This is an optimization exercise on Yosys and OpenROAD, whose aim is small area, a short achievable clock period and few clock cycles, not a production implementation.
Only simulation tests tie the RTL to the original design; equivalence was not proved.
No activity file was given, so power comes from the tool's default toggle rates.

==> design.v <==
module c_subset_lexer (
    input  logic        clk,
    input  logic        rst_n,
    input  logic        char_valid,
    output logic        char_stall,
    input  logic [7:0]  char_code,
    output logic        token_valid,
    input  logic        token_stall,
    output logic [4:0]  token_kind,
    output logic [23:0] token_start,
    output logic [15:0] token_length,
    output logic [23:0] line_number,
    output logic [30:0] token_value,
    output logic        last_of_run
);
    localparam logic [4:0] K_EOF = 5'd0, K_ERROR = 5'd1, K_IDENT = 5'd2, K_NUMBER = 5'd3,
                           K_LPAREN = 5'd4, K_RPAREN = 5'd5, K_LBRACE = 5'd6, K_RBRACE = 5'd7,
                           K_SEMI = 5'd8, K_COMMA = 5'd9, K_PLUS = 5'd10, K_MINUS = 5'd11,
                           K_STAR = 5'd12, K_SLASH = 5'd13, K_BANG = 5'd14, K_NE = 5'd15,
                           K_ASSIGN = 5'd16, K_EQ = 5'd17, K_LT = 5'd18, K_LE = 5'd19,
                           K_GT = 5'd20, K_GE = 5'd21;
    localparam logic [4:0] K_IF = 5'd22, K_ELSE = 5'd23, K_INT = 5'd24, K_WHILE = 5'd25,
                           K_RETURN = 5'd26;
    function automatic logic is_letter(input logic [7:0] c);
        is_letter = ((c >= "A") && (c <= "Z")) || ((c >= "a") && (c <= "z"));
    endfunction
    function automatic logic is_digit(input logic [7:0] c);
        is_digit = (c >= "0") && (c <= "9");
    endfunction
    function automatic logic [4:0] imm_kind(input logic [7:0] c);
        case (c)
            8'h00:   imm_kind = K_EOF;
            "(":     imm_kind = K_LPAREN;
            ")":     imm_kind = K_RPAREN;
            "{":     imm_kind = K_LBRACE;
            "}":     imm_kind = K_RBRACE;
            ";":     imm_kind = K_SEMI;
            ",":     imm_kind = K_COMMA;
            "+":     imm_kind = K_PLUS;
            "-":     imm_kind = K_MINUS;
            "*":     imm_kind = K_STAR;
            default: imm_kind = K_ERROR;
        endcase
    endfunction
    localparam int CF_W = 9;
    localparam int CF_WC = 0, CF_DG = 1, CF_US = 2, CF_NUL = 3, CF_NL = 4, CF_SL = 5,
                   CF_EQ = 6, CF_OP = 7, CF_IM = 8;
    function automatic logic [CF_W-1:0] classify(input logic [7:0] c);
        logic ltr, dg, us, nl, ws, sl, eq, op;
        ltr = is_letter(c);
        dg  = is_digit(c);
        us  = (c == "_");
        nl  = (c == 8'h0A);
        ws  = (c == " ") || (c == 8'h09) || (c == 8'h0D);
        sl  = (c == "/");
        eq  = (c == "=");
        op  = (c == "!") || eq || (c == "<") || (c == ">");
        classify = '0;
        classify[CF_WC]  = ltr || dg || us;
        classify[CF_DG]  = dg;
        classify[CF_US]  = us;
        classify[CF_NUL] = (c == 8'h00);
        classify[CF_NL]  = nl;
        classify[CF_SL]  = sl;
        classify[CF_EQ]  = eq;
        classify[CF_OP]  = op;
        classify[CF_IM]  = !(ltr || dg || us || nl || ws || sl || op);
    endfunction
    logic        va, vb;           
    logic [7:0]  ca, cb;           
    logic [CF_W-1:0] cf;           
    logic        m_word, m_num, m_numx, m_slash, m_comm, m_op;
    logic [1:0]  op;               
    logic [4:0]  kw;               
    logic        eof_pend;         
    logic        nl_pend;          
    logic [23:0] pos_last;         
    logic [23:0] line_last;        
    logic [15:0] len;              
    logic [30:0] acc;              
    logic        hs_pend;          
    logic        hv;               
    logic [4:0]  hkind;
    logic        hlast;
    logic        hvm;              
    logic [23:0] hs;               
    logic        sv;               
    logic [7:0]  sb;               
    logic        seof;             
    logic        sblk;             
    logic c_letter, c_digit, c_us, c_nul, c_nl, c_slash, c_eq, c_opch, c_imm, c_wc;
    assign c_wc     = cf[CF_WC];
    assign c_digit  = cf[CF_DG];
    assign c_us     = cf[CF_US];
    assign c_letter = c_wc && !c_digit && !c_us;
    assign c_nul    = cf[CF_NUL];
    assign c_nl     = cf[CF_NL];
    assign c_slash  = cf[CF_SL];
    assign c_eq     = cf[CF_EQ];
    assign c_opch   = cf[CF_OP];
    assign c_imm    = cf[CF_IM];
    logic pop, accept, fire, adv, split, m_idle, m_numa;
    assign m_idle     = !(m_word || m_num || m_numx || m_slash || m_comm || m_op);
    assign m_numa     = m_num || m_numx;
    assign split      = m_numa && c_us;
    assign pop        = hv && !token_stall;
    assign fire       = va && !(sv && sblk) && !(hv && token_stall);
    assign adv        = va && !(sv && sblk) && !split && !(hv && token_stall);
    assign char_stall = vb;
    assign accept     = char_valid && !vb;
    logic word_cont, num_cont, num_acc;
    logic len_small;
    assign len_small = (len[15:3] == 13'd0);
    logic pend_word, pend_num, pend_slash, pend_tok, pend_pos, pend_two;
    logic run_idle, st_word, st_num, imm_tok;
    logic [4:0] pend_kind;
    assign word_cont  = m_word && c_wc;
    assign num_cont   = m_numa && c_wc && !c_us;
    assign num_acc    = m_num && c_digit;
    assign pend_word  = m_word && !c_wc;
    assign pend_num   = m_numa && !(c_wc && !c_us);
    assign pend_slash = m_slash && !c_slash;
    assign pend_pos   = pend_slash || m_op;
    assign pend_two   = m_op && c_eq;
    assign pend_tok   = pend_word || pend_num || pend_pos;
    assign run_idle   = m_idle || pend_word || (pend_num && !c_us) || pend_slash ||
                        (m_op && !c_eq) || (m_comm && (c_nul || c_nl));
    assign st_word    = run_idle && c_wc && !c_digit;
    assign st_num     = run_idle && c_digit;
    assign imm_tok    = run_idle && c_imm;
    always_comb
    begin
        if (m_word) begin
            pend_kind = K_IDENT;
            if (len_small) begin
                if (kw[0] && (len[2:0] == 3'd2)) pend_kind = K_IF;
                if (kw[1] && (len[2:0] == 3'd3)) pend_kind = K_INT;
                if (kw[2] && (len[2:0] == 3'd4)) pend_kind = K_ELSE;
                if (kw[3] && (len[2:0] == 3'd5)) pend_kind = K_WHILE;
                if (kw[4] && (len[2:0] == 3'd6)) pend_kind = K_RETURN;
            end
        end
        else if (m_numa) pend_kind = K_NUMBER;
        else if (m_slash) pend_kind = K_SLASH;
        else begin
            case (op)
                2'd0:    pend_kind = c_eq ? K_NE : K_BANG;
                2'd1:    pend_kind = c_eq ? K_EQ : K_ASSIGN;
                2'd2:    pend_kind = c_eq ? K_LE : K_LT;
                default: pend_kind = c_eq ? K_GE : K_GT;
            endcase
        end
    end
    logic [23:0] pos_cur, line_cur;
    assign pos_cur  = eof_pend ? 24'd0 : pos_last + 24'd1;
    assign line_cur = eof_pend ? 24'd1 :
                      (nl_pend && (line_last != 24'hFF_FFFF)) ? line_last + 24'd1 : line_last;
    logic [30:0] acc_step;
    logic        acc_sat;
    assign acc_sat  = (acc > 31'd214748364) || ((acc == 31'd214748364) && (ca[3:0] > 4'd7));
    logic [2:0]  acc_lo;
    logic [27:0] acc_hi;
    logic        acc_ci;
    assign acc_lo   = {1'b0, ca[2:1]} + {1'b0, acc[1:0]};
    assign acc_hi   = acc[27:0] + acc[29:2] + {27'd0, acc_ci};
    assign acc_step = {acc_hi, acc_lo[1:0], ca[0]} | {31{acc_sat}};
    logic xfer;         
    logic to_head;      
    logic to_spare;     
    logic imm_head;     
    logic [7:0] kb;     
    assign xfer     = sv && pop;
    assign to_head  = fire && !sv && (pend_tok || imm_tok);
    assign imm_head = fire && !sv && !pend_tok && imm_tok;
    assign to_spare = fire && imm_tok && (sv || pend_tok);
    assign kb       = sv ? sb : ca;
    always_ff @(posedge clk or negedge rst_n)
    begin
        if (!rst_n) begin
            va       <= 1'b0;
            vb       <= 1'b0;
            m_word   <= 1'b0;
            m_num    <= 1'b0;
            m_numx   <= 1'b0;
            m_slash  <= 1'b0;
            m_comm   <= 1'b0;
            m_op     <= 1'b0;
            eof_pend <= 1'b1;
            nl_pend  <= 1'b0;
            hs_pend  <= 1'b0;
            hv       <= 1'b0;
            sv       <= 1'b0;
        end
        else begin
            va <= adv ? (vb || accept) : (va || accept);
            vb <= !adv && (vb || (va && accept));
            if (fire) begin
                m_word  <= word_cont || st_word;
                m_num   <= (m_num && c_digit) || st_num;
                m_numx  <= num_cont && (m_numx || c_letter);
                m_slash <= run_idle && c_slash;
                m_comm  <= (m_slash && c_slash) || (m_comm && !(c_nul || c_nl));
                m_op    <= run_idle && c_opch;
            end
            if (adv) begin
                eof_pend <= c_nul;
                nl_pend  <= c_nl;
            end
            if (fire && (st_word || st_num) && (sv || pend_tok)) begin
                hs_pend <= 1'b1;
            end
            else if (!(hv && token_stall)) begin
                hs_pend <= 1'b0;
            end
            if (xfer || to_head) begin
                hv <= 1'b1;
            end
            else if (pop) begin
                hv <= 1'b0;
            end
            if (to_spare) begin
                sv <= 1'b1;
            end
            else if (xfer) begin
                sv <= 1'b0;
            end
        end
    end
    logic [7:0] ca_n;
    logic [1:0] acc_n;
    assign ca_n = (adv || !va) ? (vb ? cb : char_code) : ca;
    always_comb
    begin
        if (fire && st_num)       acc_n = ca[1:0];
        else if (fire && num_acc) acc_n = {acc_lo[0], ca[0]} | {2{acc_sat}};
        else if (imm_head)        acc_n = ca[1:0];
        else if (xfer)            acc_n = sb[1:0];
        else                      acc_n = acc[1:0];
    end
    always_ff @(posedge clk)
    begin
        acc_ci <= ca_n[3] || (ca_n[2] && acc_n[1]) || ((ca_n[2] || acc_n[1]) && ca_n[1] && acc_n[0]);
        if (adv || !va) begin
            ca <= vb ? cb : char_code;
            cf <= vb ? classify(cb) : classify(char_code);
        end
        if (!vb) begin
            cb <= char_code;
        end
        if (adv) begin
            pos_last  <= pos_cur;
            line_last <= line_cur;
        end
        if (fire && run_idle && c_opch) begin
            op <= !ca[4] ? 2'd0 : c_eq ? 2'd1 : ca[1] ? 2'd3 : 2'd2;
        end
        if (fire && st_word) begin
            kw <= {ca == "r", ca == "w", ca == "e", ca == "i", ca == "i"};
        end
        else if (fire && word_cont) begin
            kw[0] <= kw[0] && len_small && (len[2:0] == 3'd1) && (ca == "f");
            kw[1] <= kw[1] && len_small && (((len[2:0] == 3'd1) && (ca == "n")) || ((len[2:0] == 3'd2) && (ca == "t")));
            kw[2] <= kw[2] && len_small && (((len[2:0] == 3'd1) && (ca == "l")) || ((len[2:0] == 3'd2) && (ca == "s")) ||
                                            ((len[2:0] == 3'd3) && (ca == "e")));
            kw[3] <= kw[3] && len_small && (((len[2:0] == 3'd1) && (ca == "h")) || ((len[2:0] == 3'd2) && (ca == "i")) ||
                                            ((len[2:0] == 3'd3) && (ca == "l")) || ((len[2:0] == 3'd4) && (ca == "e")));
            kw[4] <= kw[4] && len_small && (((len[2:0] == 3'd1) && (ca == "e")) || ((len[2:0] == 3'd2) && (ca == "t")) ||
                                            ((len[2:0] == 3'd3) && (ca == "u")) || ((len[2:0] == 3'd4) && (ca == "r")) ||
                                            ((len[2:0] == 3'd5) && (ca == "n")));
        end
        if (fire && (word_cont || num_cont)) begin
            len <= (len == 16'hFFFF) ? len : len + 16'd1;
        end
        else if (fire && (st_word || st_num || pend_slash || (m_op && !c_eq))) begin
            len <= 16'd1;
        end
        else if (fire && pend_two) begin
            len <= 16'd2;
        end
        else if (imm_head) begin
            len <= {15'd0, !c_nul};
        end
        else if (xfer) begin
            len <= {15'd0, !seof};
        end
        if (fire && st_num) begin
            acc <= {27'd0, ca[3:0]};
        end
        else if (fire && num_acc) begin
            acc <= acc_step;
        end
        else if (imm_head) begin
            acc <= {23'd0, ca};
        end
        else if (xfer) begin
            acc <= {23'd0, sb};
        end
        if (xfer || to_head) begin
            hkind <= (to_head && pend_tok) ? pend_kind : imm_kind(kb);
            hlast <= !to_spare || xfer;
            hvm   <= (to_head && pend_tok) ? m_numa : (imm_kind(kb) == K_ERROR);
        end
        if (xfer || (to_head && pend_pos) || (hs_pend && !(hv && token_stall))) begin
            hs <= pos_last;
        end
        else if (imm_head || (fire && (st_word || st_num))) begin
            hs <= pos_cur;
        end
        if (to_spare) begin
            sb   <= ca;
            seof <= c_nul;
            sblk <= c_nul || (imm_kind(ca) == K_ERROR);
        end
    end
    assign token_valid  = hv;
    assign token_kind   = hkind;
    assign token_start  = hs;
    assign token_length = len;
    assign line_number  = line_last;
    assign token_value  = hvm ? acc : 31'd0;
    assign last_of_run  = hlast;
endmodule
==> flow/run.sh <==
#!/bin/bash
# Layout flow: the standard synthesis unchanged, then the standard ORFS layout with
# plain buffers (not delay cells) on the ports and for timing repair, and a clock
# tree without dummy loads.
set -euo pipefail
bash standard.sh synth > synth.log 2>&1
export BUFFER_PORTS_ARGS="-buffer_cell sky130_fd_sc_hd__buf_1"
export DONT_USE_CELLS="sky130_fd_sc_hd__clkdlybuf4s15_1 sky130_fd_sc_hd__clkdlybuf4s15_2 sky130_fd_sc_hd__clkdlybuf4s18_1 sky130_fd_sc_hd__clkdlybuf4s18_2 sky130_fd_sc_hd__clkdlybuf4s25_1 sky130_fd_sc_hd__clkdlybuf4s25_2 sky130_fd_sc_hd__clkdlybuf4s50_1 sky130_fd_sc_hd__clkdlybuf4s50_2 sky130_fd_sc_hd__dlygate4sd1_1 sky130_fd_sc_hd__dlygate4sd2_1 sky130_fd_sc_hd__dlygate4sd3_1 sky130_fd_sc_hd__dlymetal6s2s_1 sky130_fd_sc_hd__dlymetal6s4s_1 sky130_fd_sc_hd__dlymetal6s6s_1"
export CTS_ARGS="-sink_clustering_enable -repair_clock_nets -dont_use_dummy_load -sink_clustering_size 24 -sink_clustering_max_diameter 80 -buf_list {sky130_fd_sc_hd__clkbuf_8}"
bash standard.sh > layout.log 2>&1
==> standard.sh <==
#!/bin/bash
# synth_recipe.tcl (not shown) runs the flow's synth.tcl, then flattens the netlist and writes it again
# the make line also repeats each setting of config.mk as NAME=value (left out here)
make -C /OpenROAD-flow-scripts/flow DESIGN_CONFIG=/design/flow/config.mk WORK_HOME=/design/flow/orfs CLKGATE_MAP_FILE= SYNTH_SCRIPT=/design/flow/synth_recipe.tcl "${@:-finish}"
==> config.mk <==
export PLATFORM = sky130hd
export DESIGN_NAME = c_subset_lexer
export DESIGN_NICKNAME = c_subset_lexer
export VERILOG_FILES = /design/flow/design.v
export SDC_FILE = /design/flow/constraint.sdc
export NUM_CORES = 4
export LEC_CHECK = 0
export CAP_MARGIN = 20
export CORE_MARGIN = 4
export CORE_UTILIZATION = 55
export SETUP_SLACK_MARGIN = 4.3
export SLEW_MARGIN = 20
export TNS_END_PERCENT = 5
==> constraint.sdc <==
create_clock -name core_clock -period 6.5 [get_ports {clk}]
set_input_delay 1.3000 -clock core_clock [delete_from_list [all_inputs] [get_ports {clk}]]
set_output_delay 1.3000 -clock core_clock [all_outputs]
set_load 0.01 [all_outputs]
==> results of run 1 <==
==> power groups by stage <==
| stage | logic, µW | registers, µW | clock network (µW) |
|---|---|---|---|
| finish | 2920 | 2650 | 589 |
| global route | 3250 | 2730 | 647 |
| CTS | 2810 | 2620 | 604 |
| detailed placement | 2550 | 2680 | 0 |
| global placement | 2520 | 2670 | 0 |
| floorplan | 1930 | 2510 | 0 |
==> worst max-delay path, cell delays in order (launching register included) <==
cell                       delay (ns)
sky130_fd_sc_hd__edfxtp_1        0.44
sky130_fd_sc_hd__inv_2           0.09
sky130_fd_sc_hd__fa_2            0.21
sky130_fd_sc_hd__inv_2           0.04
sky130_fd_sc_hd__fa_2            0.35
sky130_fd_sc_hd__a21o_1          0.18
sky130_fd_sc_hd__a211o_1         0.31
sky130_fd_sc_hd__nand3_4         0.10
sky130_fd_sc_hd__buf_6           0.11
sky130_fd_sc_hd__o311ai_4        0.10
sky130_fd_sc_hd__a21boi_2        0.22
sky130_fd_sc_hd__mux2i_1         0.25
sky130_fd_sc_hd__a21oi_1         0.10
sky130_fd_sc_hd__a211o_1         0.23
==> per-stage QoR <==
step | cell area, µm² | util | power [µW] | hold WS, ns | std cells
after global placement | 11700 | 0.597 | 5200 | 0.493 | 1508
after floorplan | 11000 | - | 4440 | 0.424 | 1167
after detailed placement | 11700 | 0.597 | 5230 | 0.492 | 1508
after global routing | 12500 | 0.641 | 6620 | 0.505 | 1559
after CTS | 12200 | 0.623 | 6030 | 0.501 | 1543
final | 12500 | 0.641 | 6150 | 0.479 | 1559
==> cell type report <==
cell class / count / area (µm²)
fillers: 1689 / 7020
multi-input cells: 914 / 6050
flip-flops and latches: 182 / 5030
repair buffers: 152 / 749
well taps: 265 / 332
clock buffers: 17 / 234
inverters: 29 / 113
==> state kept, by name, summed over array words and instances, names as in the netlist, 8 cells and up <==
| signal | cells |
|---|---|
| acc | 31 |
| hs | 24 |
| line_last | 24 |
| pos_last | 24 |
| len | 16 |
| cf | 9 |
| ca | 8 |
| cb | 8 |
| sb | 8 |
==> timing repair <==
action                     4_1_cts  5_1_grt
buffers inserted                17       15
gates cloned                     1        1
gates resized for setup         36       60
pin swaps                       11       16
hold buffers                     0        0
setup endpoints to repair      323      333
==> cells by family after synthesis <==
family                   after synthesis  synth area share
AND/OR/NAND/NOR                      500             0.224
AO/OA/AOI/OAI                        267             0.156
flip-flops                           182             0.457
XOR/XNOR                              76            0.0607
buffers and inverters                 72            0.0261
adder cells (fa/ha/maj)               37            0.0436
multiplexers                          33            0.0328
==> Yosys cell counts (13+ instances only) <==
cell type	n
sky130_fd_sc_hd__nand4_1	22
sky130_fd_sc_hd__or3_1	13
sky130_fd_sc_hd__a21o_1	23
sky130_fd_sc_hd__and2_1	38
sky130_fd_sc_hd__dfxtp_1	39
sky130_fd_sc_hd__edfxtp_1	130
sky130_fd_sc_hd__and3_1	19
sky130_fd_sc_hd__o31ai_1	14
sky130_fd_sc_hd__xnor2_1	32
sky130_fd_sc_hd__xor2_1	44
sky130_fd_sc_hd__nor3_1	25
sky130_fd_sc_hd__a21oi_1	68
sky130_fd_sc_hd__nand2b_1	15
sky130_fd_sc_hd__nand3_1	50
sky130_fd_sc_hd__o21ai_0	66
sky130_fd_sc_hd__ha_1	35
sky130_fd_sc_hd__inv_1	29
sky130_fd_sc_hd__clkbuf_1	33
sky130_fd_sc_hd__nor2b_1	13
sky130_fd_sc_hd__nand2_1	139
sky130_fd_sc_hd__mux2_2	24
sky130_fd_sc_hd__a31oi_1	13
sky130_fd_sc_hd__nor2_1	117
==> worst paths after layout <==
| path | to | startpoint | slack, ns |
|---|---|---|---|
| setup reg to reg | acc[23] | acc[2] | 3.67 |
| max in group asynchronous | sv | rst_n | 4.99 |
| min in group asynchronous | nl_pend | rst_n | 0.92 |
| hold / removal | acc[9] | acc[9] | 0.48 |
| hold reg to reg | acc[9] | acc[9] | 0.48 |
| setup / recovery | acc[23] | acc[2] | 3.67 |
==> layer usage <==
metal / wire length [µm] / global-route usage / vias up / part of all wire
met5: 0 / 0 / - / 0
li1: - / - / 4533 / -
met3: 1530 / 0.0410 / 34 / 0.057
met4: 347 / 0.0641 / 0 / 0.013
met2: 12400 / 0.381 / 294 / 0.46
met1: 12500 / 0.342 / 4346 / 0.47
==> metrics list, run 1 <==
- Launching element type of the critical path: register
- The flow ran to the end and the layout has no timing, DRC or antenna violations.
* Total Negative Setup Slacks: 0 ns
- The most used flip-flop cell after synthesis is sky130_fd_sc_hd__edfxtp_1.
- Max-capacitance violation count: 0
- The worst path meets setup with 3.67 ns of slack.
- Static timing analysis puts the maximum clock frequency at 0.354 GHz.
* Commonest non-fill, non-tap cell in the layout: sky130_fd_sc_hd__nand2_1
* Detailed-routing iteration count for the pre-antenna-repair pass: 5
* Gp weighted congestion: 0.898
* Num CTS Buffers: 17
- The total count of max-transition violations in the final report came to 0.
* Largest area contributor in the synthesized netlist: sky130_fd_sc_hd__edfxtp_1
- CP Max Fanout: 3
- For the worst setup path, the data required time is 6.85 ns.
- Part of the total power dissipated in the clock network: 0.096
- Net count of the mapped netlist: 1,216
- After clock tree synthesis, the clock-pin slew on the worst setup and hold paths is 0.08 ns.
* Final antenna-violating net count: 0
* Fraction of registers with async set or reset after synthesis: 0.0714
- The number of antenna violations at the first check in global routing is 0.
* Number of different library cells in the post-synthesis netlist: 81
* DRC viols: 0
- Measured against its own limit, the worst slew margin works out to 0.356.
* Switching power: 2740 µW
- Fraction of layout cells with a size suffix above 1: 0.130
* Width of the die: 149 µm
- For the finished layout, the period the worst path requires is 2.83 ns.
- The clock drives 182 sinks.
* Vertical extent of the die: 149 µm
- Prior to clock tree synthesis, the placed netlist has a worst setup slack of 2.51 ns.
- Post-synthesis register bit count: 182
* Detail-routed net length per standard cell: 17.2 µm
- The number of endpoints with negative hold slack in the final report was 0.
- DRT iter0 DRCs: 576
* Clock insertion delay at the later pin of the skew report: 0.47 ns
* Power per cell area: 492 nW/µm²
* CTS Buffer Depth: 2
- Placeable core region: 19,500 µm²
* Post-detailed-routing wire length: 26,800 µm
* Total global-route track usage: 0.240
- Via/cell ratio: 5.91
* First-pass GRT wire length: 43,200 µm
* Combinational Power Share: 0.474
- Placement row count: 51
- The worst setup path is captured at a register.
- Detailed routing inserted a total of 9,207 vias.
- The initial utilization of the core area, before any placement, comes to 0.562.
* CTS tree: done
- Count of endpoints failing setup in the final report: 0
- The worst hold path passes through 2 cells.
- Setup repair after global routing could not meet its margin everywhere.
* Seq pwr share: 0.430
- The worst register-to-register path has a depth of 13.
* Static Leakage: 0.00467 µW
- For the pin with the worst max-slew slack, the measured transition is 0.967 ns.
- Internal: 3420 µW
- The cell sitting at the root of the clock tree is a sky130_fd_sc_hd__clkbuf_8.
- The min-delay analysis places its worst path in the category register to register.
- # port buffers: 114
- Number of enable-type register cells in the synthesized netlist: 130
- Of the available clock period, the critical path in the final layout requires 0.435.
- Number of instances in the synthesized netlist: 1,167
- The setup path with the least slack is of type register to register.
- Dominant cells by area after synthesis: sky130_fd_sc_hd__edfxtp_1 36%, sky130_fd_sc_hd__dfxtp_1 7.1%, sky130_fd_sc_hd__nand2_1 4.8%
* Vias in the first global route: 8,459
- Most frequent cells in the layout: 131 x sky130_fd_sc_hd__nand2_1, 130 x sky130_fd_sc_hd__edfxtp_1, 113 x sky130_fd_sc_hd__buf_1, 110 x sky130_fd_sc_hd__nor2_1, 63 x sky130_fd_sc_hd__a21oi_1
- CTS built an H-tree with a depth of 4.
* Dpl hpwl: 18,400 µm
* Maximum number of pins on one net before global-route repair: 64
* Signal arrival time at the worst endpoint: 3.18 ns
* Overflow left after global routing: 0
- # IOs: 115
- For this run, the number of Yosys warnings is 1.
* Maximum clock skew at final layout: 0.0333 ns
* Count of nets after finishing: 1,345
- Across the VDD grid, the largest voltage drop is 247 µV.
* Netlist area before placement: 11,000 µm²
- Diode count: 0
- Seq/Total Area, Yosys: 0.457
* Net switching fraction of the power: 0.445
* Layout Area Growth over Synthesis: 14.0%
* Total Die Area: 22,300 µm²
- The share of synthesized area in the top cell type comes to 0.356.
* Post-Syn Area per Cell: 9.40 µm²
Testbench counts, summed over its fixed seeds: cycles 24,152.
==> run 2, diff against run 1 <==
--- a/config.mk
+++ b/config.mk
@@ -9,5 +9,5 @@
 export CORE_MARGIN = 4
 export CORE_UTILIZATION = 55
-export SETUP_SLACK_MARGIN = 4.3
+export SETUP_SLACK_MARGIN = 4.0
 export SLEW_MARGIN = 20
 export TNS_END_PERCENT = 5
==> run 2 against run 1 <==
Net effect:
- combinational power fell by 3%
- critical path depth did not move
- area after synthesis did not move
- via count fell by 1.0%
- register-to-register slack barely moved
- sequential share of layout area rose by 0.39 points
- non-clock buffer count fell by 5
==> metrics list, run 2 <==
- Result of the run: no timing/DRC/antenna violations
- First-pass GRT wire length: 42,900 µm
- CP Max Fanout: 3
- sky130_fd_sc_hd__edfxtp_1 takes more of the synthesized area than any other cell.
* Initial antenna violation count: 0
- Once detail routing completed, the nets flagged for antenna violations numbered 0.
- Fraction of registers with async set or reset after synthesis: 0.0714
- Max reg flops: 31
* Net count of the mapped netlist: 1,216
- Dividing the detail-routed via count by the number of cells gives 5.87.
- Total Die Area: 22,300 µm²
- Number of different library cells in the post-synthesis netlist: 81
- Detail-routed net length per standard cell: 17.0 µm
* Maximum number of pins on one net before global-route repair: 64
- The routed design has 26,500 µm of wire.
- Register name with the most flops: acc
* Fraction of post-synthesis cell area in the top cell type by area: 0.356
* Endpoint required time on the critical path: 6.85 ns
- For this block, the initial DRC count from the detailed router was 604.
- Number of enable-type register cells in the synthesized netlist: 130
- Post-CTS Hold Fix Bufs: 0
* Worst setup path category: register to register
* Number of instances in the synthesized netlist: 1,167
- In the final design database the tool counted 1,339 nets.
* Netlist area before placement: 11,000 µm²
- Detailed-routing iteration count for the pre-antenna-repair pass: 5
- Fraction of layout cells with a size suffix above 1: 0.116
- The tightest min-delay check is of the register to register type.
- Count of endpoints failing setup in the final report: 0
- The worst setup path is launched from a register.
- Number of cells traversed by the worst hold path: 2
- At the end of routability-driven placement, the weighted congestion stood at 0.898.
- Static Leakage: 0.00464 µW
* Final-report hold violation count: 0
- Summed over all failing endpoints, the final setup total negative slack is 0 ns.
- Startpoint of the worst hold path: acc[9]
* # port buffers: 114
- TritonCTS built the clock tree.
* H-tree Lvls: 4
- Pin placement for this block handled 115 I/O pins.
- Measured along the x axis, the die boundary spans 149 µm.
- Post-synthesis register bit count: 182
* Max IR drop VDD: 247 µV
- The share of the Yosys chip area taken by registers is 0.457.
- Dominant cells by area after synthesis: sky130_fd_sc_hd__edfxtp_1 36%, sky130_fd_sc_hd__dfxtp_1 7.1%, sky130_fd_sc_hd__nand2_1 4.8%
- Power per cell area: 490 nW/µm²
- Maximum clock skew at final layout: 0.0346 ns
* Worst Hold Endpoint: acc[9]
* Dpl hpwl: 18,400 µm
- After floorplanning, the core was divided into 51 placement rows.
- After clock tree synthesis, the clock-pin slew on the worst setup and hold paths is 0.08 ns.
- Across all layers, the routed design uses 9,115 vias.
- Counting I/O delays and the setup requirement, the final critical path takes 2.82 ns.
- The endpoint identified for the worst register-to-register timing path is acc[23].
- Most used DFF post-synth: sky130_fd_sc_hd__edfxtp_1
- Part of the cycle the worst path needs: 0.434
* Post-layout util: 0.634
- Final max-slew violation count: 0
* CTS Buffer Depth: 2
- Measured against its own limit, the worst slew margin works out to 0.367.
- The tree built by TritonCTS fans out to 182 sinks.
- Vertical extent of the die: 149 µm
* Total global-route track usage: 0.237
- For this configuration, the core starts out at a cell density of 0.562.
- Max-cap violations in this run came to 0.
- For the worst-skew pair, the clock arrives at the later sink with an insertion delay of 0.47 ns.
- Summed over all layers, the global routing overflow is 0.
- Transition time at the pin with the least slew margin: 0.950 ns
- Setup repair after global routing could not meet its margin everywhere.
* Commonest non-fill, non-tap cell in the layout: sky130_fd_sc_hd__nand2_1
* Signal arrival time at the worst endpoint: 3.18 ns
- Placeable core region: 19,500 µm²
- For this run, the number of Yosys warnings is 1.
- Most frequent cells in the layout: 133 x sky130_fd_sc_hd__nand2_1, 130 x sky130_fd_sc_hd__edfxtp_1, 113 x sky130_fd_sc_hd__buf_1, 112 x sky130_fd_sc_hd__nor2_1, 66 x sky130_fd_sc_hd__a21oi_1
- Post-Syn Area per Cell: 9.40 µm²
* DRC viols: 0
- Highest Clock Rate: 0.354 GHz
- Commonest cells post-synth: 139 x sky130_fd_sc_hd__nand2_1, 130 x sky130_fd_sc_hd__edfxtp_1, 117 x sky130_fd_sc_hd__nor2_1
* CP endpoint kind: register
- CTS root buffer: sky130_fd_sc_hd__clkbuf_8
- Vias in the first global route: 8,423
- R2R Setup Slk: 3.68 ns
- Number of cells on the worst reg-to-reg path: 13
- Yosys instantiated no cell more often than sky130_fd_sc_hd__nand2_1.
* Startpoint of the worst register-to-register path: acc[2]
* Num CTS Buffers: 17
* Diode count: 0
* Layout Area Growth over Synthesis: 12.8%
-- run 2: cell families after synthesis --
| group | count (synthesis) | share of synthesized area |
|---|---|---|
| and+or+nand+nor | 500 | 0.224 |
| buffers and inverters | 72 | 0.0261 |
| DFF | 182 | 0.457 |
| AOI/OAI and AO/OA | 267 | 0.156 |
| xor gates and xnor gates | 76 | 0.0607 |
| adders and majority gates | 37 | 0.0436 |
| muxes | 33 | 0.0328 |
-- run 2: routing by layer --
metal / global-route usage / wire length [µm] / vias up / share of wire
met4: 0.0600 / 303 / 0 / 0.011
met1: 0.338 / 12300 / 4300 / 0.47
li1: - / - / 4511 / -
met2: 0.379 / 12400 / 273 / 0.47
met5: 0 / 0 / - / 0
met3: 0.0392 / 1500 / 31 / 0.057
-- run 2: layout make-up --
cell class                      instances  area (µm²)
Clock buffer                           17         234
Tap cell                              265         332
Fill cell                            1711        7140
Multi-Input combinational cell        913        5970
Sequential cell                       182        5020
Inverter                               29         113
Timing Repair Buffer                  147         714
-- run 2: stage by stage --
stage	area, µm²	hold WS [ns]	setup WS, ns	instances	total power [µW]
after floorplan	11000	0.424	3.24	1167	4440
after global placement	11700	0.493	2.54	1508	5200
after detailed placement	11700	0.492	2.51	1508	5230
after CTS	12100	0.501	3.71	1541	5970
after global routing	12400	0.505	3.55	1553	6520
final	12400	0.482	3.68	1553	6060
-- run 2: worst max-delay path by stage --
stage / startpoint / end / slack, ns / cells after the start
5_1_grt: acc[2] / acc[29] / 3.55 / 13
3_5_place_dp: token_stall / hs[5] / 2.51 / 7
3_3_place_gp: token_stall / hs[5] / 2.54 / 7
2_1_floorplan: token_stall / len[0] / 3.24 / 10
4_1_cts: acc[0] / acc[29] / 3.71 / 13
6_report: acc[2] / acc[23] / 3.68 / 13
-- run 2: power breakdown --
part           internal (µW)  switching, µW
combinational           1120           1710
clock                    232            357
sequential              2020            618
total                   3380           2680
-- run 2: timing repair --
item,CTS,global route
gates resized for setup,29,47
endpoints found under the setup margin,214,185
setup buffers,16,12
pin swaps,10,10
gates cloned,0,0
-- run 2: critical path, stage by stage, from the launching register on --
cell and delay (ns):
sky130_fd_sc_hd__edfxtp_1 0.43, sky130_fd_sc_hd__inv_2 0.08, sky130_fd_sc_hd__fa_2 0.21, sky130_fd_sc_hd__inv_2 0.04
sky130_fd_sc_hd__fa_2 0.35, sky130_fd_sc_hd__a21o_1 0.18, sky130_fd_sc_hd__a211o_1 0.31, sky130_fd_sc_hd__nand3_4 0.12
sky130_fd_sc_hd__buf_6 0.11, sky130_fd_sc_hd__o311ai_4 0.10, sky130_fd_sc_hd__a21boi_2 0.22, sky130_fd_sc_hd__mux2i_1 0.24
sky130_fd_sc_hd__a21oi_1 0.09, sky130_fd_sc_hd__a211o_1 0.23

re-timing with driven ports:
The results above use ideal ports. As a check the final layouts listed here were re-extracted and re-timed, cells and wires unchanged. Step 1 (the two cells are an assumption about what drives the block):
set clk [get_ports {clk}]
set_driving_cell -lib_cell sky130_fd_sc_hd__clkbuf_16 $clk
set_driving_cell -lib_cell sky130_fd_sc_hd__buf_2 [delete_from_list [all_inputs] $clk]
Step 2 moves the port delays by t, midway between the first and last clock arrival at a register: inputs arrive t later, outputs are due t later. That takes back most of the time a late clock gives input paths. a / b / c = ideal / step 1 / step 2; a / b = the first two.
run	t, ns	setup WS [ns]	hold WS [ns]
run 1	0.496	3.674 / 3.674 / 3.298	0.479 / 0.479 / 0.479
run 2	0.496	3.677 / 3.677 / 3.269	0.482 / 0.482 / 0.482
After both steps every run listed still meets setup and hold. For run 2, which loses most, drivers alone change the setup slack by 0.000 ns; drivers and shift together by -0.408 ns.
